Context: an optimization exercise on an open-source flow, tuned for small area, a short achievable clock period and few clock cycles. The choices shown serve that exercise and are no tape-out recipe. In this exercise RTL edits were held to simulation tests only and were not proved equivalent to the original. No activity file was given, so power comes from the tool's default toggle rates.

==> design.v <==
package fleetPkg;
	localparam int boardSize = 8;
	localparam int fleetDepth = 11;
	typedef enum logic [2:0]
	{
		submarine = 3'd0,
		cruiser = 3'd1,
		seaplane = 3'd2,
		battleship = 3'd3,
		carrier = 3'd4
	} shipKindT;
endpackage
`timescale 1ns/10ps
module shipCellDecoder
(
	input logic [14:0] request,
	output logic [7:0] rowA,
	output logic [7:0] colA,
	output logic [7:0] rowB,
	output logic [7:0] colB,
	output logic onBoard
);
	logic [2:0] kind;
	logic [3:0] x;
	logic [3:0] y;
	logic direction;
	logic [1:0] orientation;
	logic straight;
	logic seaplane;
	logic atLeast2;
	logic atLeast4;
	logic is5;
	logic horizontal;
	logic vertical;
	logic [7:0] xHot;
	logic [7:0] yHot;
	logic [4:1] xStep;
	logic [4:1] yStep;
	logic xFits;
	logic yFits;
	logic seaplaneFits;
	assign kind = request[14:12];
	assign x = request[10:7];
	assign y = request[6:3];
	assign direction = request[2];
	assign orientation = request[1:0];
	assign seaplane = (kind == 3'd2);
	assign straight = (kind == 3'd0) || (kind == 3'd1) || (kind == 3'd3) || (kind == 3'd4);
	assign atLeast2 = (kind == 3'd1) || (kind == 3'd3) || (kind == 3'd4);
	assign atLeast4 = (kind == 3'd3) || (kind == 3'd4);
	assign is5 = (kind == 3'd4);
	assign horizontal = straight && !direction;
	assign vertical = straight && direction;
	assign xStep[1] = horizontal && atLeast2;
	assign xStep[2] = (horizontal && atLeast4) || (seaplane && !orientation[1]);
	assign xStep[3] = horizontal && atLeast4;
	assign xStep[4] = horizontal && is5;
	assign yStep[1] = vertical && atLeast2;
	assign yStep[2] = (vertical && atLeast4) || (seaplane && orientation[1]);
	assign yStep[3] = vertical && atLeast4;
	assign yStep[4] = vertical && is5;
	always_comb
	begin
		for (int i = 0; i < 8; i++)
		begin
			xHot[i] = (x[2:0] == 3'(i));
			yHot[i] = (y[2:0] == 3'(i));
		end
		for (int i = 0; i < 8; i++)
		begin
			colA[i] = xHot[i];
			rowA[i] = yHot[i];
			for (int s = 1; s <= 4; s++)
				if (i >= s)
				begin
					colA[i] = colA[i] || (xStep[s] && xHot[i-s]);
					rowA[i] = rowA[i] || (yStep[s] && yHot[i-s]);
				end
		end
		for (int i = 0; i < 8; i++)
		begin
			rowB[i] = 1'b0;
			colB[i] = 1'b0;
			if (i >= 1)
			begin
				rowB[i] = seaplane && orientation != 2'd1 && yHot[i-1];
				colB[i] = orientation != 2'd3 && xHot[i-1];
			end
			if (i <= 6)
			begin
				rowB[i] = rowB[i] || (seaplane && orientation == 2'd1 && yHot[i+1]);
				colB[i] = colB[i] || (orientation == 2'd3 && xHot[i+1]);
			end
		end
	end
	assign xFits = !(atLeast2 && x[2:0] == 3'd7) && !(atLeast4 && x[2:0] >= 3'd5)
		&& !(is5 && x[2:0] == 3'd4);
	assign yFits = !(atLeast2 && y[2:0] == 3'd7) && !(atLeast4 && y[2:0] >= 3'd5)
		&& !(is5 && y[2:0] == 3'd4);
	always_comb
	begin
		case (orientation)
			2'd0: seaplaneFits = x[2:0] <= 3'd5 && y[2:0] <= 3'd6;
			2'd1: seaplaneFits = x[2:0] <= 3'd5 && y[2:0] >= 3'd1;
			2'd2: seaplaneFits = x[2:0] <= 3'd6 && y[2:0] <= 3'd5;
			default: seaplaneFits = x[2:0] >= 3'd1 && y[2:0] <= 3'd5;
		endcase
	end
	assign onBoard = !x[3] && !y[3] && ((seaplane && seaplaneFits)
		|| (straight && (direction ? yFits : xFits)));
endmodule
`timescale 1ns/10ps
module overlapScanner
(
	input logic player,
	input logic [63:0] shipMask,
	input logic [63:0] occupied0,
	input logic [63:0] occupied1,
	input logic boardValid,
	output logic hit
);
	logic hit0;
	logic hit1;
	assign hit0 = |(shipMask & occupied0);
	assign hit1 = |(shipMask & occupied1);
	assign hit = (player ? hit1 : hit0) && boardValid;
endmodule
`timescale 1ns/10ps
module fleetStore
(
	input logic clk,
	input logic rstN,
	input logic player,
	input logic writeStrobe,
	input logic [63:0] shipMask,
	output logic [63:0] occupied0,
	output logic [63:0] occupied1,
	output logic boardValid,
	output logic fleetFull
);
	logic write0;
	logic write1;
	logic [3:0] count0;
	logic [3:0] count1;
	assign write0 = writeStrobe && !player;
	assign write1 = writeStrobe && player;
	assign fleetFull = player ? (count1 == 4'(fleetPkg::fleetDepth))
		: (count0 == 4'(fleetPkg::fleetDepth));
	always_ff @(posedge clk or negedge rstN)
	begin
		if (!rstN)
		begin
			boardValid <= 1'b0;
			count0 <= '0;
			count1 <= '0;
		end
		else
		begin
			boardValid <= 1'b1;
			if (write0)
				count0 <= count0 + 4'd1;
			if (write1)
				count1 <= count1 + 4'd1;
		end
	end
	always_ff @(posedge clk)
	begin
		occupied0 <= (occupied0 & {64{boardValid}}) | (shipMask & {64{write0}});
		occupied1 <= (occupied1 & {64{boardValid}}) | (shipMask & {64{write1}});
	end
endmodule
`timescale 1ns/10ps
module placementControl
(
	input logic clk,
	input logic rstN,
	input logic enable,
	input logic onBoard,
	input logic fleetFull,
	input logic hit,
	output logic writeStrobe,
	output logic placed,
	output logic borderConflict,
	output logic memoryConflict
);
	logic holding;
	logic placedHeld;
	logic placeNow;
	assign placeNow = onBoard && !fleetFull && !hit;
	assign writeStrobe = enable && !holding && placeNow;
	assign placed = enable && (holding ? placedHeld : placeNow);
	assign borderConflict = enable && !onBoard;
	assign memoryConflict = enable && onBoard && (holding ? !placedHeld : (fleetFull || hit));
	always_ff @(posedge clk or negedge rstN)
	begin
		if (!rstN)
		begin
			holding <= 1'b0;
			placedHeld <= 1'b0;
		end
		else
		begin
			holding <= enable;
			if (!holding)
				placedHeld <= placeNow;
		end
	end
endmodule
`timescale 1ns/10ps
module shipValidator
(
	input logic clk,
	input logic rstN,
	input logic enable,
	input logic [14:0] request,
	output logic placed,
	output logic borderConflict,
	output logic memoryConflict,
	output logic conflict
);
	logic [7:0] rowA;
	logic [7:0] colA;
	logic [7:0] rowB;
	logic [7:0] colB;
	logic onBoard;
	logic [63:0] shipMask;
	logic [63:0] occupied0;
	logic [63:0] occupied1;
	logic fleetFull;
	logic boardValid;
	logic hit;
	logic writeStrobe;
	shipCellDecoder decoder
	(
		.request(request),
		.rowA(rowA),
		.colA(colA),
		.rowB(rowB),
		.colB(colB),
		.onBoard(onBoard)
	);
	always_comb
		for (int r = 0; r < 8; r++)
			for (int c = 0; c < 8; c++)
				shipMask[r*8 + c] = (rowA[r] && colA[c]) || (rowB[r] && colB[c]);
	fleetStore store
	(
		.clk(clk),
		.rstN(rstN),
		.player(request[11]),
		.writeStrobe(writeStrobe),
		.shipMask(shipMask),
		.occupied0(occupied0),
		.occupied1(occupied1),
		.boardValid(boardValid),
		.fleetFull(fleetFull)
	);
	overlapScanner scanner
	(
		.player(request[11]),
		.shipMask(shipMask),
		.occupied0(occupied0),
		.occupied1(occupied1),
		.boardValid(boardValid),
		.hit(hit)
	);
	placementControl control
	(
		.clk(clk),
		.rstN(rstN),
		.enable(enable),
		.onBoard(onBoard),
		.fleetFull(fleetFull),
		.hit(hit),
		.writeStrobe(writeStrobe),
		.placed(placed),
		.borderConflict(borderConflict),
		.memoryConflict(memoryConflict)
	);
	assign conflict = borderConflict | memoryConflict;
endmodule
==> flow/run.sh <==
#!/bin/bash
# The standard synthesis, then its combinational logic replaced by the
# hand-mapped netlist that flow/gennet.py writes (every register keeps the
# standard synthesis's name, cell type and Q net), then the standard layout
# with sky130_fd_sc_hd__buf_4 port buffers.
set -euo pipefail
work=$(pwd)
R=$work/orfs/results/$FLOW_PLATFORM/shipValidator/base
bash standard.sh synth > standard_synth.log 2>&1
cp "$R/1_2_yosys.v" "$work/standard_1_2_yosys.v"
python3 flow/gennet.py "$work/standard_1_2_yosys.v" "$work/gennet_1_2_yosys.v" > gennet.log 2>&1
cp "$work/gennet_1_2_yosys.v" "$R/1_2_yosys.v"
rm -f "$R/1_synth.odb" "$R/1_synth.sdc"
export BUFFER_PORTS_ARGS="-buffer_cell sky130_fd_sc_hd__buf_4"
export CTS_ARGS="-sink_clustering_enable -repair_clock_nets -sink_clustering_size 10 -sink_clustering_max_diameter 40 -buf_list sky130_fd_sc_hd__clkbuf_8 -dont_use_dummy_load"
bash standard.sh "BUFFER_PORTS_ARGS=-buffer_cell sky130_fd_sc_hd__buf_4" "CTS_ARGS=$CTS_ARGS" finish > standard_finish.log 2>&1
==> flow/gennet.py <==
#!/usr/bin/env python3
"""Writes a hand-mapped gate netlist of shipValidator (the RTL in rtl/) for
sky130hd. Every register keeps the instance name, cell type and Q net that the
standard synthesis gave it; those are read from the standard netlist.
usage: gennet.py STANDARD_NETLIST OUT_NETLIST"""
import re
import sys

std = open(sys.argv[1]).read()

# Registers of the standard synthesis: RTL name -> (cell, instance, Q net)
regs = {}
for m in re.finditer(r'(sky130_fd_sc_hd__df\w+)\s+(\\\S+|\w+)\s*\((.*?)\);', std, re.S):
    cell, inst, body = m.group(1), m.group(2), m.group(3)
    q = re.search(r'\.Q\(([^()]*)\)', body).group(1).strip()
    key = inst.lstrip('\\').split('$')[0]
    regs[key] = (cell, inst, q)

expect = {}
for p in (0, 1):
    for i in range(64):
        expect[f'store.occupied{p}[{i}]'] = 'sky130_fd_sc_hd__dfxtp_1'
    for i in range(4):
        expect[f'store.count{p}[{i}]'] = 'sky130_fd_sc_hd__dfrtp_1'
expect['store.boardValid'] = 'sky130_fd_sc_hd__dfrtp_1'
expect['control.holding'] = 'sky130_fd_sc_hd__dfrtp_1'
expect['control.placedHeld'] = 'sky130_fd_sc_hd__dfrtp_1'
if set(regs) != set(expect) or any(regs[k][0] != v for k, v in expect.items()):
    sys.exit('registers of the standard netlist differ from the expected ones: '
             + repr(sorted(set(regs) ^ set(expect))))

P = 'sky130_fd_sc_hd__'
lines = []
wires = []
count = [0]


def net(hint='n'):
    count[0] += 1
    name = f'g_{hint}_{count[0]}'
    wires.append(name)
    return name


def gate(cell, out_pin='Y', hint='n', out=None, **pins):
    o = out if out else net(hint)
    count[0] += 1
    conns = ', '.join(f'.{k}({v} )' for k, v in pins.items())
    lines.append(f'  {P}{cell} u_{count[0]} ({conns}, .{out_pin}({o}));')
    return o


def X(cell, hint='n', out=None, **pins):
    return gate(cell, 'X', hint, out, **pins)


def Y(cell, hint='n', out=None, **pins):
    return gate(cell, 'Y', hint, out, **pins)


def q(key):
    return regs[key][2]


req = lambda i: f'request[{i}]'
k0, k1, k2 = req(12), req(13), req(14)
pl = req(11)
x = [req(7), req(8), req(9)]
x3 = req(10)
y = [req(3), req(4), req(5)]
y3 = req(6)
d = req(2)
o0, o1 = req(0), req(1)

xn = [Y('inv_1', 'xn', A=v) for v in x]
yn = [Y('inv_1', 'yn', A=v) for v in y]
k1n = Y('inv_1', A=k1)
dn = Y('inv_1', A=d)
o0n = Y('inv_1', A=o0)


def hot(v, vn):
    return [Y('nor3_1', 'hot', A=(vn[0] if c & 1 else v[0]), B=(vn[1] if c & 2 else v[1]),
              C=(vn[2] if c & 4 else v[2])) for c in range(8)]


xHot = hot(x, xn)
yHot = hot(y, yn)

# Step signals; kinds 5 to 7 are don't-cares here (onBoard is 0 for them)
k2n = Y('inv_1', A=k2)
g20N = Y('nor2_1', A=k2, B=k0)                         # not length >= 2
g4N = Y('a21oi_1', A1=k1, A2=k0, B1=k2)                # not length >= 4
xs = {1: Y('nor2_1', A=d, B=g20N),
      2: Y('o21ai_1', A1=d, A2=g4N, B1=X('or3b_1', A=k0, B=o1, C_N=k1)),
      3: Y('nor2_1', A=d, B=g4N),
      4: Y('nor2_1', A=d, B=k2n)}
ys = {1: Y('nor2_1', A=dn, B=g20N),
      2: Y('o21ai_1', A1=dn, A2=g4N, B1=Y('nand3b_1', A_N=k0, B=k1, C=o1)),
      3: Y('nor2_1', A=dn, B=g4N),
      4: Y('nor2_1', A=dn, B=k2n)}
sea = Y('nor2_1', A=k0, B=k1n)
oIs1 = Y('nor2_1', A=o1, B=o0n)
bDn = X('and2_1', A=sea, B=oIs1)
bUp = Y('nor2b_1', A=oIs1, B_N=sea)
cL = X('and2_1', A=o1, B=o0)
cR = Y('nand2_1', A=o1, B=o0)


def run(h, s):
    out = []
    for c in range(8):
        if c == 0:
            out.append(h[0])
        elif c == 1:
            out.append(Y('inv_1', 'run', A=Y('a21oi_1', A1=s[1], A2=h[0], B1=h[1])))
        elif c == 2:
            out.append(Y('inv_1', 'run', A=Y('a221oi_1', A1=s[1], A2=h[1], B1=s[2], B2=h[0], C1=h[2])))
        elif c == 3:
            a = Y('a22oi_1', A1=s[1], A2=h[2], B1=s[2], B2=h[1])
            b = Y('a21oi_1', A1=s[3], A2=h[0], B1=h[3])
            out.append(Y('nand2_1', 'run', A=a, B=b))
        else:
            a = Y('a21oi_1', A1=s[1], A2=h[c - 1], B1=h[c])
            b = Y('a22oi_1', A1=s[2], A2=h[c - 2], B1=s[3], B2=h[c - 3])
            e = Y('nand2_1', A=s[4], B=h[c - 4])
            out.append(Y('nand3_1', 'run', A=a, B=b, C=e))
    return out


colA = run(xHot, xs)
rowA = run(yHot, ys)


def side(h, lo, hi):
    # cell c uses h[c-1] with lo, h[c+1] with hi
    out = []
    for c in range(8):
        if c == 0:
            out.append(X('and2_1', 'side', A=h[1], B=hi))
        elif c == 7:
            out.append(X('and2_1', 'side', A=h[6], B=lo))
        else:
            out.append(X('a22o_1', 'side', A1=h[c - 1], A2=lo, B1=h[c + 1], B2=hi))
    return out


colB = side(xHot, cR, cL)
rowB = side(yHot, bUp, bDn)

mask = [X('a22o_1', 'm', A1=rowA[i // 8], A2=colA[i % 8], B1=rowB[i // 8], B2=colB[i % 8])
        for i in range(64)]

occ = [[q(f'store.occupied{p}[{i}]') for i in range(64)] for p in (0, 1)]
hit = []
hitN = []
for p in (0, 1):
    tN = [Y('a22oi_1', 't', A1=mask[2 * j], A2=occ[p][2 * j], B1=mask[2 * j + 1],
            B2=occ[p][2 * j + 1]) for j in range(32)]
    a = [Y('nand4_1', 'ta', A=tN[4 * j], B=tN[4 * j + 1], C=tN[4 * j + 2], D=tN[4 * j + 3])
         for j in range(8)]
    b = [Y('nor2_1', 'tb', A=a[2 * j], B=a[2 * j + 1]) for j in range(4)]
    c = [Y('nand2_1', 'tc', A=b[2 * j], B=b[2 * j + 1]) for j in range(2)]
    hit.append(c)
    hitN.append(Y('nor2_1', 'hitn', A=c[0], B=c[1]))

# Border check, exact for every kind
isSub = Y('nor3_1', A=k2, B=k1, C=k0)
isCru = Y('nor3b_1', A=k2, B=k1, C_N=k0)
isSea = Y('nor3b_1', A=k2, B=k0, C_N=k1)
isBat = X('and3b_1', A_N=k2, B=k1, C=k0)
isCar = Y('nor3b_1', A=k1, B=k0, C_N=k2)


def fits(v, vn):
    v7 = X('and3_1', A=v[0], B=v[1], C=v[2])
    v01 = Y('nor2_1', A=v[1], B=v[0])
    cru = Y('nor2b_1', A=v7, B_N=isCru)
    bat = X('o21a_1', A1=vn[2], A2=v01, B1=isBat)
    car = X('and2_1', A=isCar, B=vn[2])
    return Y('nand2_1', A=Y('nor2_1', A=isSub, B=cru), B=Y('nor2_1', A=bat, B=car))


fitsH = fits(x, xn)
fitsV = fits(y, yn)
straightFits = X('a22o_1', A1=fitsH, A2=dn, B1=fitsV, B2=d)
xle5 = Y('nand2_1', A=x[2], B=x[1])
xle6 = Y('nand3_1', A=x[2], B=x[1], C=x[0])
xge1 = X('or3_1', A=x[2], B=x[1], C=x[0])
yle5 = Y('nand2_1', A=y[2], B=y[1])
yle6 = Y('nand3_1', A=y[2], B=y[1], C=y[0])
yge1 = X('or3_1', A=y[2], B=y[1], C=y[0])
seaFits = X('mux4_1', A0=X('and2_1', A=xle5, B=yle6), A1=X('and2_1', A=xle5, B=yge1),
            A2=X('and2_1', A=xle6, B=yle5), A3=X('and2_1', A=xge1, B=yle5), S0=o0, S1=o1)
inner = X('a21o_1', A1=isSea, A2=seaFits, B1=straightFits)
onBoard = Y('nor3b_1', 'onboard', A=x3, B=y3, C_N=inner)

# Fleet counts and full flags
cnt = [[q(f'store.count{p}[{i}]') for i in range(4)] for p in (0, 1)]
full = [X('and4b_1', 'full', A_N=cnt[p][2], B=cnt[p][3], C=cnt[p][1], D=cnt[p][0]) for p in (0, 1)]

holding = q('control.holding')
pH = q('control.placedHeld')
valid = q('store.boardValid')
en = 'enable'

# Everything but onBoard and the hits comes from registers, enable and the
# player, ahead of the request decode
plN = Y('inv_1', A=pl)
enN = Y('inv_1', A=en)
E1 = X('and4bb_1', A_N=holding, B_N=full[1], C=en, D=pl)     # enable, !holding, player 1, room
E0 = X('and4bb_1', A_N=holding, B_N=full[0], C=en, D=plN)    # enable, !holding, player 0, room
F1 = X('and2b_1', A_N=full[1], B=pl)
F0 = Y('nor2_1', A=full[0], B=pl)
fullSel = X('mux2_1', A0=full[0], A1=full[1], S=pl)
pHN = Y('inv_1', A=pH)
Z = X('mux2_1', A0=fullSel, A1=pHN, S=holding)               # memory conflict unless hits decide
ZN = Y('inv_1', A=Z)

A1 = X('and2_1', A=E1, B=onBoard)
A0 = X('and2_1', A=E0, B=onBoard)
P1 = X('and2_1', A=F1, B=onBoard)
P0 = X('and2_1', A=F0, B=onBoard)
# Hits only count once the boards are valid after a reset
H1 = X('and2_1', A=X('and4b_1', A_N=holding, B=en, C=pl, D=valid), B=onBoard)
H0 = X('and2_1', A=X('and4bb_1', A_N=holding, B_N=pl, C=en, D=valid), B=onBoard)
AVN = Y('nand2_1', A=X('and4bb_1', A_N=holding, B_N=valid, C=en, D=Y('inv_1', A=fullSel)),
        B=onBoard)                                          # not placed regardless of hits
MfullN = Y('nand3_1', A=en, B=onBoard, C=Z)
border = Y('nor2b_1', out='borderConflict', A=onBoard, B_N=en)
CfixN = X('a21o_1', A1=onBoard, A2=ZN, B1=enN)              # not enable & (!onBoard | Z)
BpN = Y('nand3_1', A=en, B=holding, C=pH)
# Memory hit of player p: H_p & (hit[p][0] | hit[p][1])
GN = [Y('o21ai_1', A1=hit[p][0], A2=hit[p][1], B1=[H0, H1][p]) for p in (0, 1)]
Y('nand3_1', out='memoryConflict', A=GN[0], B=GN[1], C=MfullN)
Y('nand3_1', out='conflict', A=GN[0], B=GN[1], C=CfixN)
Y('nand4_1', out='placed', A=Y('nand2_1', A=A1, B=hitN[1]), B=Y('nand2_1', A=A0, B=hitN[0]), C=BpN,
  D=AVN)

hv = [X('o21a_1', A1=hit[p][0], A2=hit[p][1], B1=valid) for p in (0, 1)]
we = [Y('nor2b_1', 'we', A=hv[0], B_N=A0), Y('nor2b_1', 'we', A=hv[1], B_N=A1)]
placeNow = X('or2_1', A=Y('nor2b_1', A=hv[1], B_N=P1), B=Y('nor2b_1', A=hv[0], B_N=P0))

# Register inputs
D = {}
for p in (0, 1):
    for i in range(64):
        D[f'store.occupied{p}[{i}]'] = X('a22o_1', 'd', A1=occ[p][i], A2=valid, B1=mask[i], B2=we[p])
    c = cnt[p]
    t1 = X('and2_1', A=we[p], B=c[0])
    t2 = X('and3_1', A=we[p], B=c[0], C=c[1])
    t3 = X('and4_1', A=we[p], B=c[0], C=c[1], D=c[2])
    D[f'store.count{p}[0]'] = X('xor2_1', A=c[0], B=we[p])
    D[f'store.count{p}[1]'] = X('xor2_1', A=c[1], B=t1)
    D[f'store.count{p}[2]'] = X('xor2_1', A=c[2], B=t2)
    D[f'store.count{p}[3]'] = X('xor2_1', A=c[3], B=t3)
one = net('one')
count[0] += 1
lines.append(f'  {P}conb_1 u_{count[0]} (.HI({one}), .LO());')
D['store.boardValid'] = one
D['control.holding'] = en
D['control.placedHeld'] = X('mux2_1', A0=placeNow, A1=pH, S=holding)

regl = []
for key, (cell, inst, qn) in sorted(regs.items()):
    if cell.startswith(P + 'dfrtp'):
        regl.append(f'  {cell} {inst} (.CLK(clk), .D({D[key]} ), .Q({qn} ), .RESET_B(rstN));')
    else:
        regl.append(f'  {cell} {inst} (.CLK(clk), .D({D[key]} ), .Q({qn} ));')

qnets = sorted({v[2] for v in regs.values()})
out = ['module shipValidator(clk, rstN, enable, request, placed, borderConflict, memoryConflict, conflict);',
       '  input clk;', '  input rstN;', '  input enable;', '  input [14:0] request;',
       '  output placed;', '  output borderConflict;', '  output memoryConflict;', '  output conflict;']
out += [f'  wire {w};' for w in wires]
out += [f'  wire {qn} ;' for qn in qnets]
out += lines + regl + ['endmodule']
open(sys.argv[2], 'w').write('\n'.join(out) + '\n')
print(f'{len(lines)} gates, {len(regl)} registers')
==> standard.sh <==
#!/bin/bash
# synth_recipe.tcl (not shown) runs the flow's synth.tcl, then flattens the netlist and writes it again
# the make line also repeats each setting of config.mk as NAME=value (left out here)
make -C /OpenROAD-flow-scripts/flow DESIGN_CONFIG=/design/flow/config.mk WORK_HOME=/design/flow/orfs CLKGATE_MAP_FILE= SYNTH_SCRIPT=/design/flow/synth_recipe.tcl "${@:-finish}"
==> config.mk <==
export PLATFORM = sky130hd
export DESIGN_NAME = shipValidator
export DESIGN_NICKNAME = shipValidator
export VERILOG_FILES = /design/flow/design.v
export SDC_FILE = /design/flow/constraint.sdc
export NUM_CORES = 4
export LEC_CHECK = 0
export ABC_AREA = 1
export CAP_MARGIN = 20
export CORE_MARGIN = 2
export CORE_UTILIZATION = 40
export CTS_BUF_LIST = sky130_fd_sc_hd__clkbuf_8
export CTS_CLUSTER_DIAMETER = 40
export CTS_CLUSTER_SIZE = 10
export PLACE_DENSITY = 0.6
export SETUP_SLACK_MARGIN = 1.2
export SLEW_MARGIN = 20
==> constraint.sdc <==
create_clock -name core_clock -period 6.0 [get_ports {clk}]
set_input_delay 1.2000 -clock core_clock [delete_from_list [all_inputs] [get_ports {clk}]]
set_output_delay 1.2000 -clock core_clock [all_outputs]
set_load 0.01 [all_outputs]
==> results.sh, run 1 <==
export IMPL_status="timing/DRC/antenna clean"
export IMPL_clockBufferDepth=2
export IMPL_avgSynthCellArea_um2=10.2
export IMPL_whs_endpoint="store.count1[3]"
export IMPL_max_cap_violations=0
export IMPL_grt_max_degree=109
export IMPL_die_y_um=130
export IMPL_reg2reg_to="store.occupied1[59]"
export IMPL_hold_viol=0
export IMPL_start_util_pct=40.5
export IMPL_finalCritPeriodShare_pct=80.1
export IMPL_timing_fmax_mhz=208
export IMPL_synth_fp_nets=641
export IMPL_switching_share_pct=26.5
export IMPL_tightest_slew_ns=0.828
export IMPL_viasPerCell=6.37
export IMPL_drive_gt1_share_pct=23.0
export IMPL_p_leak_nw=3.08
export IMPL_synthCells=623
export IMPL_fp_row_count=46
export IMPL_drt_initial_drc_count=497
export IMPL_finalSetupTns_ns=0
export IMPL_setup_violations=0
export IMPL_core_um2=15700
export IMPL_fin_crit_ns=4.81
export IMPL_ys_warn_count=4
export IMPL_antenna_cells=0
export IMPL_clock_sinks=139
export IMPL_gp_congestion=0.835
export IMPL_arrival_ns=3.61
export IMPL_drt_first_pass_iters=5
export IMPL_place_area_um2=6860
export IMPL_remaining_drc_errors=0
export IMPL_r2r_setup_slack_ns=3.48
export IMPL_htree_levels=4
export IMPL_end_kind="output pin"
export IMPL_grt_usage_pct=22.5
export IMPL_area_growth_pct=21.8
export IMPL_overflow=0
export IMPL_wirelength_um=18600
export IMPL_io_pins=22
export IMPL_p_int_mw=1.27
export IMPL_regToRegStartpoint="store.occupied1[26]"
export IMPL_grt_pass1_vias=5493
export IMPL_p_seq_share_pct=55.4
export IMPL_dieWidth_um=130
export IMPL_clk_root_buffer_cell="clkbuf_8"
export IMPL_combPwrFrac_pct=12.7
export IMPL_hp_start="store.count1[3]"
export IMPL_fin_area_um2=7750
export IMPL_vdd_drop_max_mv=0.189
export IMPL_path_max_fanout=7
export IMPL_clkTransAtPathRegs_ns=0.09
export IMPL_grt_pass1_wl_um=29500
export IMPL_power_frac_clock_pct=31.9
export IMPL_drtAntennaViolNets=0
export IMPL_dieArea_um2=16900
export IMPL_finish_utilization_pct=49.3
export IMPL_slew_headroom_pct=44.8
export IMPL_rsz0062_at_grt="yes"
export IMPL_antenna_found_initial=0
export IMPL_critPathKind="in -> out"
export IMPL_crit_chain="buf_12 -> a21oi_4 -> o21ai_4 -> a22oi_2 -> nand3_4 -> buf_4 -> a22o_4 -> a22oi_1 -> nand4_1 -> nor2_1 -> nand2_2 -> nor2_2 -> nand2_1 -> nand4_1 -> buf_4"
export IMPL_powerDensity_nw_per_um2=222
export IMPL_max_stage_delay_ns=0.27
export IMPL_ctsHoldBuffers=0
export IMPL_syn_area_um2=6360
export IMPL_layout_setup_ws_ns=1.19
export IMPL_tritoncts="yes"
export IMPL_routedWlPerCell_um=20.8
export IMPL_critPathRequiredTime_ns=4.80
export IMPL_routed_via_count=5698
export IMPL_place_hpwl_um=12100
export IMPL_cts_buffers=17
export IMPL_slew_violations=0
export IMPL_io_buffers=21
export IMPL_p_sw_uw=456
export IMPL_worst_path_max_delay_cell="a22o_4"
export IMPL_fin_skew_ns=0.0320
export IMPL_nNetsFinal=698
export IMPL_worstHoldPathType="reg -> reg"
export IMPL_worst_r2r_path_depth=9
export IMPL_cp_start_kind="input pin"
export IMPL_holdPathStages=1
export IMPL_clk_latency_ns=0.45
export IMPL_pre_cts_ws_ns=0.773
-- worst max-delay path by stage --
| stage | startpoint | endpoint | slack, ns | cells after the start |
|---|---|---|---|---|
| floorplan | request[12] | store.count0[3] | 1.69 | 13 |
| global placement | request[12] | memoryConflict | 0.82 | 13 |
| detailed placement | request[12] | memoryConflict | 0.77 | 13 |
| CTS | request[13] | memoryConflict | 1.19 | 14 |
| global route | request[8] | placed | 1.08 | 14 |
| finish | request[12] | placed | 1.19 | 15 |
-- flip-flops by register name, indices dropped and copies added (netlist names) --
signal / count
control.holding: 1
store.count0: 4
store.count1: 4
store.occupied1: 64
store.occupied0: 64
store.boardValid: 1
control.placedHeld: 1
-- layout make-up --
| type | count | area (um^2) |
|---|---|---|
| repair buffers | 38 | 347 |
| clock buffers | 17 | 234 |
| fillers | 1448 | 7960 |
| inverters | 19 | 71.3 |
| multi-input cells | 465 | 3990 |
| flip-flops and latches | 139 | 2840 |
| well taps | 216 | 270 |
-- power by group through the flow --
stage	Combinational, mW	Clock, mW	Sequential (mW)
3_5_place_dp	0.170	0	0.973
4_1_cts	0.184	0.564	0.953
5_1_grt	0.233	0.601	0.955
2_1_floorplan	0.0996	0	0.976
6_report	0.218	0.550	0.954
3_3_place_gp	0.166	0	0.972
-- per-layer routing --
layer  wire length, um  share of wire, %  up-vias  global-route usage, %
met1              8660                47     2851                   30.5
met2              8730                47      151                   35.5
met5                 0                 0        -                      0
met3               781               4.2       27                   4.67
met4               405               2.2        0                   7.84
li1                  -                 -     2669                      -
-- stage by stage --
stage	std cells	hold slack, ns	total power [mW]
2_1_floorplan	623	0.435	1.08
3_3_place_gp	865	0.453	1.14
5_1_grt	894	0.483	1.79
6_report	894	0.471	1.72
4_1_cts	885	0.472	1.70
3_5_place_dp	865	0.455	1.14
-- placed cells by master (no fill, tap or decap), types with 3 or more instances in the layout --
cell and n:
clkbuf_8 17, and3_1 4, a21oi_1 10, xor2_1 8
nor3b_1 3, dfxtp_1 128, nand2_2 6, nor3_1 6
a22oi_1 56, a22o_2 9, nand4_1 17, nor3_2 11
o21a_1 4, nor2_1 15, nand2_1 16, buf_6 5
and4b_1 3, buf_4 30, nor2b_1 5, dfrtp_1 10
a22o_4 20, and2_1 19, inv_2 3, a22oi_2 18
mux2_1 3, inv_1 16, nand3_4 5, and4bb_1 4
nor2_2 11, a22o_1 176, nand3_1 7
-- repair_timing --
item	4_1_cts	5_1_grt
gates resized for setup	40	78
buffers inserted	3	8
pin swaps	10	32
gates cloned	0	1
endpoints found under the hold margin	0	0
endpoints found under the setup margin	3	3
-- worst max-delay path, delay by kind of cell --
| family | cells | cell delay, ns |
|---|---|---|
| compound gates | 5 | 1.07 |
| buf+inv | 3 | 0.42 |
| simple gates | 7 | 0.92 |
Testbench counts, summed over its fixed seeds: cycles 4,608.
==> inputs of run 2 (changes only) <==
--- a/config.mk
+++ b/config.mk
@@ -15,3 +15,3 @@
 export PLACE_DENSITY = 0.6
-export SETUP_SLACK_MARGIN = 1.2
+export SETUP_SLACK_MARGIN = 1.0
 export SLEW_MARGIN = 20
==> results.sh, run 2 <==
export IMPL_status="timing/DRC/antenna clean"
export IMPL_worst_path_max_delay_cell="nor3_2"
export IMPL_place_hpwl_um=12300
export IMPL_fp_row_count=46
export IMPL_tightest_slew_ns=0.937
export IMPL_cts_buffers=17
export IMPL_die_y_um=130
export IMPL_ys_warn_count=4
export IMPL_avgSynthCellArea_um2=10.2
export IMPL_clockBufferDepth=2
export IMPL_finalPower_mw=1.69
export IMPL_setup_violations=0
export IMPL_ctsHoldBuffers=0
export IMPL_clk_root_buffer_cell="clkbuf_8"
export IMPL_nNetsFinal=689
export IMPL_io_pins=22
export IMPL_area_growth_pct=15.0
export IMPL_drt_initial_drc_count=474
export IMPL_max_stage_delay_ns=0.57
export IMPL_drtAntennaViolNets=0
export IMPL_wirelength_um=18300
export IMPL_layout_common_cells="199 x a22o_1, 128 x dfxtp_1, 71 x a22oi_1"
export IMPL_path_buf_inv=3
export IMPL_cp_top_family="simple AND/OR/NAND/NOR gates"
export IMPL_critPathRequiredTime_ns=4.80
export IMPL_cp_start_kind="input pin"
export IMPL_timing_fmax_mhz=205
export IMPL_path_max_fanout=9
export IMPL_grtUsageMet1_pct=29.6
export IMPL_hold_viol=0
export IMPL_gp_congestion=0.816
export IMPL_arrival_ns=3.68
export IMPL_overflow=0
export IMPL_slew_violations=0
export IMPL_remaining_drc_errors=0
export IMPL_fin_skew_ns=0.0357
export IMPL_drt_first_pass_iters=5
export IMPL_grt_max_degree=113
export IMPL_dieArea_um2=16900
export IMPL_synth_fp_nets=641
export IMPL_max_cap_violations=0
export IMPL_mostFrequentLayoutCell="a22o_1"
export IMPL_clkTransAtPathRegs_ns=0.09
export IMPL_drive_gt1_share_pct=13.2
export IMPL_grt_use_met2_pct=35.0
export IMPL_dieWidth_um=130
export IMPL_clock_sinks=139
export IMPL_critPathKind="in -> out"
export IMPL_slew_headroom_pct=37.4
export IMPL_syn_area_um2=6360
export IMPL_htree_levels=4
export IMPL_finalSetupTns_ns=0
export IMPL_worstHoldPathType="reg -> reg"
export IMPL_finish_utilization_pct=46.6
export IMPL_reg_top3="store.occupied0: 64 flops, store.occupied1: 64 flops"
export IMPL_finalCritPeriodShare_pct=81.4
export IMPL_powerDensity_nw_per_um2=231
export IMPL_grt_pass1_wl_um=29300
export IMPL_fin_crit_ns=4.88
export IMPL_clk_latency_ns=0.45
export IMPL_routedWlPerCell_um=20.7
export IMPL_routed_via_count=5653
export IMPL_tritoncts="yes"
export IMPL_rsz0062_at_grt="no"
export IMPL_antenna_found_initial=0
export IMPL_antenna_cells=0
export IMPL_grt_usage_pct=22.4
export IMPL_crit_chain="buf_4 -> inv_1 -> nor3_2 -> a22o_1 -> a22o_1 -> a22oi_1 -> nand4_1 -> nor2_2 -> nand2_1 -> nor2_1 -> nand2_1 -> nand4_1 -> buf_4"
export IMPL_gr_usage_met3_pct=4.80
export IMPL_io_buffers=21
export IMPL_synthCells=623
export IMPL_busiest_layer="met2"
export IMPL_core_um2=15700
export IMPL_p_leak_nw=2.89
export IMPL_start_util_pct=40.5
export IMPL_viasPerCell=6.39
export IMPL_end_kind="output pin"
export IMPL_vdd_drop_max_mv=0.154
export IMPL_grt_pass1_vias=5445
-- run 2: worst reg2reg max path: cells and delay by family (launching register included) --
kind                   cells  cell delay [ns]
AO/OA/AOI/OAI              3             0.73
buffers and inverters      1             0.31
flip-flops                 1             0.33
AND/OR/NAND/NOR            4             0.94
-- run 2: worst paths after layout --
check | start | to | slack (ns) | cells past startpoint
setup / recovery | request[7] | placed | 1.12 | 13
hold / removal | store.count1[3] | store.count1[3] | 0.47 | 1
max in group asynchronous | rstN | store.boardValid | 5.29 | 1
hold reg to reg | store.count1[3] | store.count1[3] | 0.47 | 1
setup reg to reg | store.occupied0[12] | store.occupied0[3] | 3.62 | 8
min in group asynchronous | rstN | store.count1[2] | 0.55 | 1
-- run 2: report_power, final --
group / internal, mW / leakage [nW] / switching [mW]
Combinational: 0.0618 / 1.60 / 0.127
Clock: 0.249 / 0.122 / 0.298
Sequential: 0.937 / 1.17 / 0.0161
Total: 1.25 / 2.89 / 0.441
-- run 2: routing by layer --
layer	vias to the layer above	wire length, um
li1	2656	-
met1	2768	8440
met2	181	8340
met3	48	912
met4	0	634
met5	-	0
-- run 2: timing repair --
| item | in CTS | in global routing |
|---|---|---|
| pin swaps | 1 | 5 |
| buffers inserted | 0 | 2 |
| gates cloned | 0 | 0 |
| resized for setup | 6 | 36 |
| setup endpoints to repair | 3 | 3 |
-- run 2: final cells by class --
type                    count  area, um^2
repair buffers             29         246
fillers                  1490        8390
flip-flops and latches    139        2840
inverters                  19        71.3
well taps                 216         270
multi-input cells         465        3650
clock buffers              17         234
-- run 2: metrics by stage --
stage | setup WS, ns | cell area, um^2 | instances | hold slack [ns]
2_1_floorplan | 1.12 | 6370 | 623 | 0.435
3_3_place_gp | 0.709 | 6880 | 866 | 0.451
3_5_place_dp | 0.729 | 6880 | 866 | 0.457
4_1_cts | 1.02 | 7140 | 883 | 0.474
5_1_grt | 0.958 | 7320 | 885 | 0.492
6_report | 1.12 | 7320 | 885 | 0.471
==> inputs of run 3 (changes only) <==
--- a/config.mk
+++ b/config.mk
@@ -10,3 +10,3 @@
 export CORE_MARGIN = 2
-export CORE_UTILIZATION = 40
+export CORE_UTILIZATION = 55
 export CTS_BUF_LIST = sky130_fd_sc_hd__clkbuf_8
@@ -14,3 +14,3 @@
 export CTS_CLUSTER_SIZE = 10
-export PLACE_DENSITY = 0.6
+export PLACE_DENSITY = 0.75
 export SETUP_SLACK_MARGIN = 1.0
==> results.sh, run 3 <==
export IMPL_fill_cells=953
export IMPL_switching_share_pct=25.8
export IMPL_cp_start_kind="input pin"
export IMPL_synthCells=623
export IMPL_crit_chain="buf_4 -> a21oi_4 -> o21ai_2 -> a22oi_1 -> nand3_2 -> a22o_1 -> a22oi_1 -> nand4_1 -> nor2_2 -> nand2_1 -> o21ai_1 -> nand3_1 -> buf_4"
export IMPL_p_sw_uw=434
export IMPL_rsz0062_at_grt="no"
export IMPL_nNetsFinal=690
export IMPL_critPathKind="in -> out"
export IMPL_io_pins=22
export IMPL_end_kind="output pin"
export IMPL_fp_row_count=39
export IMPL_mostFrequentLayoutCell="a22o_1"
export IMPL_max_cap_violations=0
export IMPL_drt_initial_drc_count=680
export IMPL_finalPower_mw=1.68
export IMPL_p_int_mw=1.25
export IMPL_fin_crit_ns=4.91
export IMPL_avgSynthCellArea_um2=10.2
export IMPL_slew_headroom_pct=32.9
export IMPL_place_hpwl_um=11600
export IMPL_grt_usage_pct=28.8
export IMPL_drive_gt1_share_pct=11.8
export IMPL_clock_sinks=139
export IMPL_clk_latency_ns=0.44
export IMPL_die_y_um=112
export IMPL_ctsHoldBuffers=0
export IMPL_remaining_drc_errors=0
export IMPL_fin_cells=813
export IMPL_reg_top3="store.occupied0: 64 flops, store.occupied1: 64 flops"
export IMPL_arrival_ns=3.71
export IMPL_dieArea_um2=12400
export IMPL_htree_levels=4
export IMPL_combPwrFrac_pct=10.9
export IMPL_finalSetupTns_ns=0
export IMPL_routed_via_count=5681
export IMPL_viasPerCell=6.99
export IMPL_syn_area_um2=6360
export IMPL_place_area_um2=6770
export IMPL_drtAntennaViolNets=0
export IMPL_fin_area_um2=7170
export IMPL_layout_setup_ws_ns=1.09
export IMPL_finalCritPeriodShare_pct=81.9
export IMPL_layout_common_cells="205 x a22o_1, 128 x dfxtp_1, 72 x a22oi_1"
export IMPL_finish_utilization_pct=63.1
export IMPL_area_growth_pct=12.7
export IMPL_max_stage_delay_ns=0.33
export IMPL_antenna_found_initial=0
export IMPL_critPathRequiredTime_ns=4.80
export IMPL_setup_violations=0
export IMPL_p_leak_nw=2.86
export IMPL_dieWidth_um=112
export IMPL_powerDensity_nw_per_um2=235
export IMPL_vdd_drop_max_mv=0.219
export IMPL_antenna_cells=0
export IMPL_p_seq_share_pct=56.8
export IMPL_pre_cts_ws_ns=0.799
export IMPL_clk_root_buffer_cell="clkbuf_8"
export IMPL_cp_top_family="compound AO/OA/AOI/OAI gates"
export IMPL_drt_first_pass_iters=6
export IMPL_tritoncts="yes"
export IMPL_timing_fmax_mhz=203
export IMPL_wirelength_um=17500
export IMPL_hold_viol=0
export IMPL_dp_cells=792
export IMPL_cts_buffers=17
export IMPL_synth_fp_nets=641
export IMPL_whs_ns=0.480
export IMPL_gp_congestion=0.870
export IMPL_slew_violations=0
export IMPL_core_um2=11400
export IMPL_grt_pass1_vias=5569
export IMPL_status="timing/DRC/antenna clean"
export IMPL_start_util_pct=56.0
export IMPL_routedWlPerCell_um=21.5
export IMPL_fin_skew_ns=0.0206
export IMPL_ys_warn_count=4
export IMPL_grt_max_degree=101
export IMPL_clkTransAtPathRegs_ns=0.06
export IMPL_path_buf_inv=2
export IMPL_grt_pass1_wl_um=28800
export IMPL_worst_path_max_delay_cell="a22o_1"
export IMPL_io_buffers=21
export IMPL_path_max_fanout=10
export IMPL_tightest_slew_ns=1.01
export IMPL_clockBufferDepth=2
export IMPL_overflow=0
export IMPL_power_frac_clock_pct=32.4
export IMPL_worstHoldPathType="reg -> reg"
==> run 3: worst reg2reg max path: stages (launching register included) <==
cell     delay [ns]
dfrtp_4        0.64
buf_4          0.84
o21a_1         0.30
nor2b_4        0.08
buf_4          0.31
a22o_1         0.36
==> run 3: timing repair <==
action / CTS / global route
gates resized for setup: 5 / 26
pin swaps: 2 / 4
endpoints found under the setup margin: 3 / 3
setup buffers: 2 / 2
==> run 3: power by group through the flow <==
| stage | sequential, mW | combinational (mW) | clock (mW) |
|---|---|---|---|
| 2_1_floorplan | 0.976 | 0.0995 | 0 |
| 3_3_place_gp | 0.973 | 0.162 | 0 |
| 3_5_place_dp | 0.974 | 0.166 | 0 |
| 4_1_cts | 0.954 | 0.170 | 0.556 |
| 5_1_grt | 0.956 | 0.199 | 0.592 |
| 6_report | 0.954 | 0.183 | 0.544 |
==> run 3: worst paths after layout <==
kind / startpoint / endpoint / slack, ns / cells past startpoint
min: store.count0[3] / store.count0[3] / 0.48 / 1
max: request[12] / memoryConflict / 1.09 / 13
min reg2reg: store.count0[3] / store.count0[3] / 0.48 / 1
max in group asynchronous: rstN / store.boardValid / 5.25 / 1
min in group asynchronous: rstN / store.count1[1] / 0.58 / 1
max reg2reg: store.boardValid / store.occupied1[35] / 3.36 / 5
==> run 3: layer usage <==
metal | wire, um | vias up | GRT usage [%]
li1 | - | 2649 | -
met1 | 7900 | 2775 | 39.0
met2 | 8170 | 218 | 46.0
met3 | 972 | 39 | 6.26
met4 | 421 | 0 | 10.2
met5 | 0 | - | 0
==> run 3: area by class of cell <==
type	count	area [um^2]	share of cell area (%)
Sequential cell	139	2840	39.6
Multi-Input combinational cell	465	3610	50.3
Inverter	19	71.3	0.995
Clock buffer	17	234	3.26
Timing Repair Buffer	30	238	3.32
Tap cell	143	179	2.50
==> inputs of run 4 (changes only) <==
--- a/flow/run.sh
+++ b/flow/run.sh
@@ -14,3 +14,3 @@
 export BUFFER_PORTS_ARGS="-buffer_cell sky130_fd_sc_hd__buf_4"
-export CTS_ARGS="-sink_clustering_enable -repair_clock_nets -sink_clustering_size 10 -sink_clustering_max_diameter 40 -buf_list sky130_fd_sc_hd__clkbuf_8 -dont_use_dummy_load"
+export CTS_ARGS="-sink_clustering_enable -repair_clock_nets -sink_clustering_size 10 -sink_clustering_max_diameter 40 -buf_list sky130_fd_sc_hd__clkbuf_4 -dont_use_dummy_load"
 bash standard.sh "BUFFER_PORTS_ARGS=-buffer_cell sky130_fd_sc_hd__buf_4" "CTS_ARGS=$CTS_ARGS" finish > standard_finish.log 2>&1
==> results.sh, run 4 <==
export IMPL_finish_utilization_pct=62.1
export IMPL_path_buf_inv=3
export IMPL_powerDensity_nw_per_um2=218
export IMPL_drtAntennaViolNets=0
export IMPL_layout_common_cells="205 x a22o_1, 128 x dfxtp_1, 71 x a22oi_1"
export IMPL_rsz0062_at_grt="no"
export IMPL_worst_path_max_delay_cell="a22o_1"
export IMPL_clk_root_buffer_cell="clkbuf_4"
export IMPL_p_leak_nw=2.82
export IMPL_vdd_drop_max_mv=0.183
export IMPL_fin_skew_ns=0.0372
export IMPL_drt_first_pass_iters=8
export IMPL_max_stage_delay_ns=0.33
export IMPL_max_cap_violations=0
export IMPL_setup_violations=0
export IMPL_synth_fp_nets=641
export IMPL_grt_pass1_vias=5535
export IMPL_fin_cells=813
export IMPL_tritoncts="yes"
export IMPL_viasPerCell=7.00
export IMPL_synthCells=623
export IMPL_overflow=0
export IMPL_cts_buffers=17
export IMPL_gp_congestion=0.870
export IMPL_ctsHoldBuffers=0
export IMPL_grt_pass1_wl_um=28600
export IMPL_drive_gt1_share_pct=11.9
export IMPL_io_pins=22
export IMPL_grt_usage_pct=28.7
export IMPL_dieArea_um2=12400
export IMPL_nNetsFinal=690
export IMPL_wirelength_um=17400
export IMPL_finalSetupTns_ns=0
export IMPL_avgSynthCellArea_um2=10.2
export IMPL_antenna_cells=0
export IMPL_crit_chain="buf_4 -> inv_1 -> nor3_1 -> a21oi_1 -> nand3_4 -> a22o_1 -> a22oi_1 -> nand4_1 -> nor2_2 -> nand2_1 -> o21ai_1 -> nand3_1 -> buf_4"
export IMPL_ys_warn_count=4
export IMPL_antenna_found_initial=0
export IMPL_start_util_pct=56.0
export IMPL_die_y_um=112
export IMPL_io_buffers=21
export IMPL_cp_top_family="compound AO/OA/AOI/OAI gates"
export IMPL_slew_headroom_pct=32.8
export IMPL_clkTransAtPathRegs_ns=0.10
export IMPL_mostFrequentLayoutCell="a22o_1"
export IMPL_place_hpwl_um=11600
export IMPL_busiest_layer="met2"
export IMPL_pre_cts_ws_ns=0.799
export IMPL_clockBufferDepth=2
export IMPL_routed_via_count=5693
export IMPL_dp_cells=792
export IMPL_hold_viol=0
export IMPL_drt_initial_drc_count=647
export IMPL_worstHoldPathType="in -> async"
export IMPL_layout_setup_ws_ns=1.14
export IMPL_status="timing/DRC/antenna clean"
export IMPL_clk_latency_ns=0.54
export IMPL_reg_top3="store.occupied0: 64 flops, store.occupied1: 64 flops"
export IMPL_critPathRequiredTime_ns=4.80
export IMPL_crit_top_cell="buf_4"
export IMPL_grt_max_degree=101
export IMPL_syn_area_um2=6360
export IMPL_finalCritPeriodShare_pct=81.0
export IMPL_routedWlPerCell_um=21.4
export IMPL_slew_violations=0
export IMPL_fp_row_count=39
export IMPL_htree_levels=4
export IMPL_tightest_slew_ns=1.01
export IMPL_path_max_fanout=9
export IMPL_area_growth_pct=11.0
export IMPL_grtUsageMet1_pct=38.8
export IMPL_fin_crit_ns=4.86
export IMPL_critPathKind="in -> out"
export IMPL_remaining_drc_errors=0
export IMPL_arrival_ns=3.66
export IMPL_gr_usage_met3_pct=6.21
export IMPL_core_um2=11400
export IMPL_cp_start_kind="input pin"
export IMPL_grt_use_met2_pct=45.2
export IMPL_dieWidth_um=112
export IMPL_end_kind="output pin"
export IMPL_clock_sinks=139
export IMPL_timing_fmax_mhz=206
run 4: power breakdown:
group | switching (mW) | internal [mW] | total (mW) | leakage [nW]
Clock | 0.276 | 0.129 | 0.406 | 0.0782
Sequential | 0.0170 | 0.936 | 0.953 | 1.17
Combinational | 0.122 | 0.0607 | 0.182 | 1.57
run 4: per-layer routing:
metal / share of wire [%] / up-vias
met5: 0 / -
met3: 5.7 / 41
met2: 47 / 227
li1: - / 2648
met1: 45 / 2777
met4: 2.8 / 0
run 4: layout make-up:
cell class                      instances  area, um^2
Clock buffer                           17         128
Fill cell                             975        4310
Tap cell                              143         179
Multi-Input combinational cell        465        3610
Timing Repair Buffer                   30         238
Sequential cell                       139        2840
Inverter                               19        71.3
run 4: repair_timing:
action / CTS / global route
gates cloned: 0 / 0
setup endpoints to repair: 3 / 3
pin swaps: 1 / 4
setup buffers: 2 / 2
hold endpoints to repair: 0 / 0
gates resized for setup: 5 / 27
run 4: final timing paths:
path / from / end / slack, ns / depth (start not counted)
worst max register to register: store.boardValid / store.occupied1[5] / 3.37 / 5
min in group core_clock: store.count0[3] / store.count0[3] / 0.48 / 1
worst max-delay path: request[9] / memoryConflict / 1.14 / 13
max in group asynchronous: rstN / store.boardValid / 5.34 / 1
worst min register to register: store.count0[3] / store.count0[3] / 0.48 / 1
worst min-delay path: rstN / store.count1[1] / 0.48 / 1
run 4: per-stage QoR:
stage          instance area (um^2)  hold WS [ns]  total power, mW
6_report                       7060         0.478             1.54
5_1_grt                        7060         0.427             1.61
4_1_cts                        6930         0.440             1.54
3_5_place_dp                   6770         0.464             1.14
3_3_place_gp                   6770         0.448             1.14
2_1_floorplan                  6370         0.435             1.08
run 4: worst reg2reg max path, cell delays in order, from the launching register on:
cell and delay [ns]:
dfrtp_4 0.65, buf_4 0.82, o21a_1 0.31, nor2b_4 0.08
buf_4 0.32, a22o_1 0.35

[re-timing with driven ports]
No port has a modelled driver above. Below, the same layouts with a new extraction and two added sets of constraints.
Step 1: set_driving_cell puts a clkbuf_16 on clk and a buf_2 on each other input, an assumption about the parent block.
Step 2, shift: input delay + t, output delay - t, t = (earliest + latest rising clock arrival at the registers) / 2. This alone moves slack from input paths to output paths.
a / b / c = no drivers / after step 1 / after step 2; a / b = the first two.
| run | t (ns) | setup WS [ns] | clock arrival spread, ns |
|---|---|---|---|
| run 1 | 0.471 | 1.192 / 1.117 / 1.117 | 0.032 / 0.032 |
| run 2 | 0.474 | 1.115 / 1.073 / 1.073 | 0.036 / 0.036 |
| run 3 | 0.471 | 1.085 / 1.055 / 1.055 | 0.021 / 0.021 |
| run 4 | 0.561 | 1.137 / 1.110 / 1.110 | 0.038 / 0.038 |
After both steps every run listed still meets setup and hold. The setup slack of run 1, which loses most, moves by -0.075 ns with the drivers and by -0.075 ns with both steps.
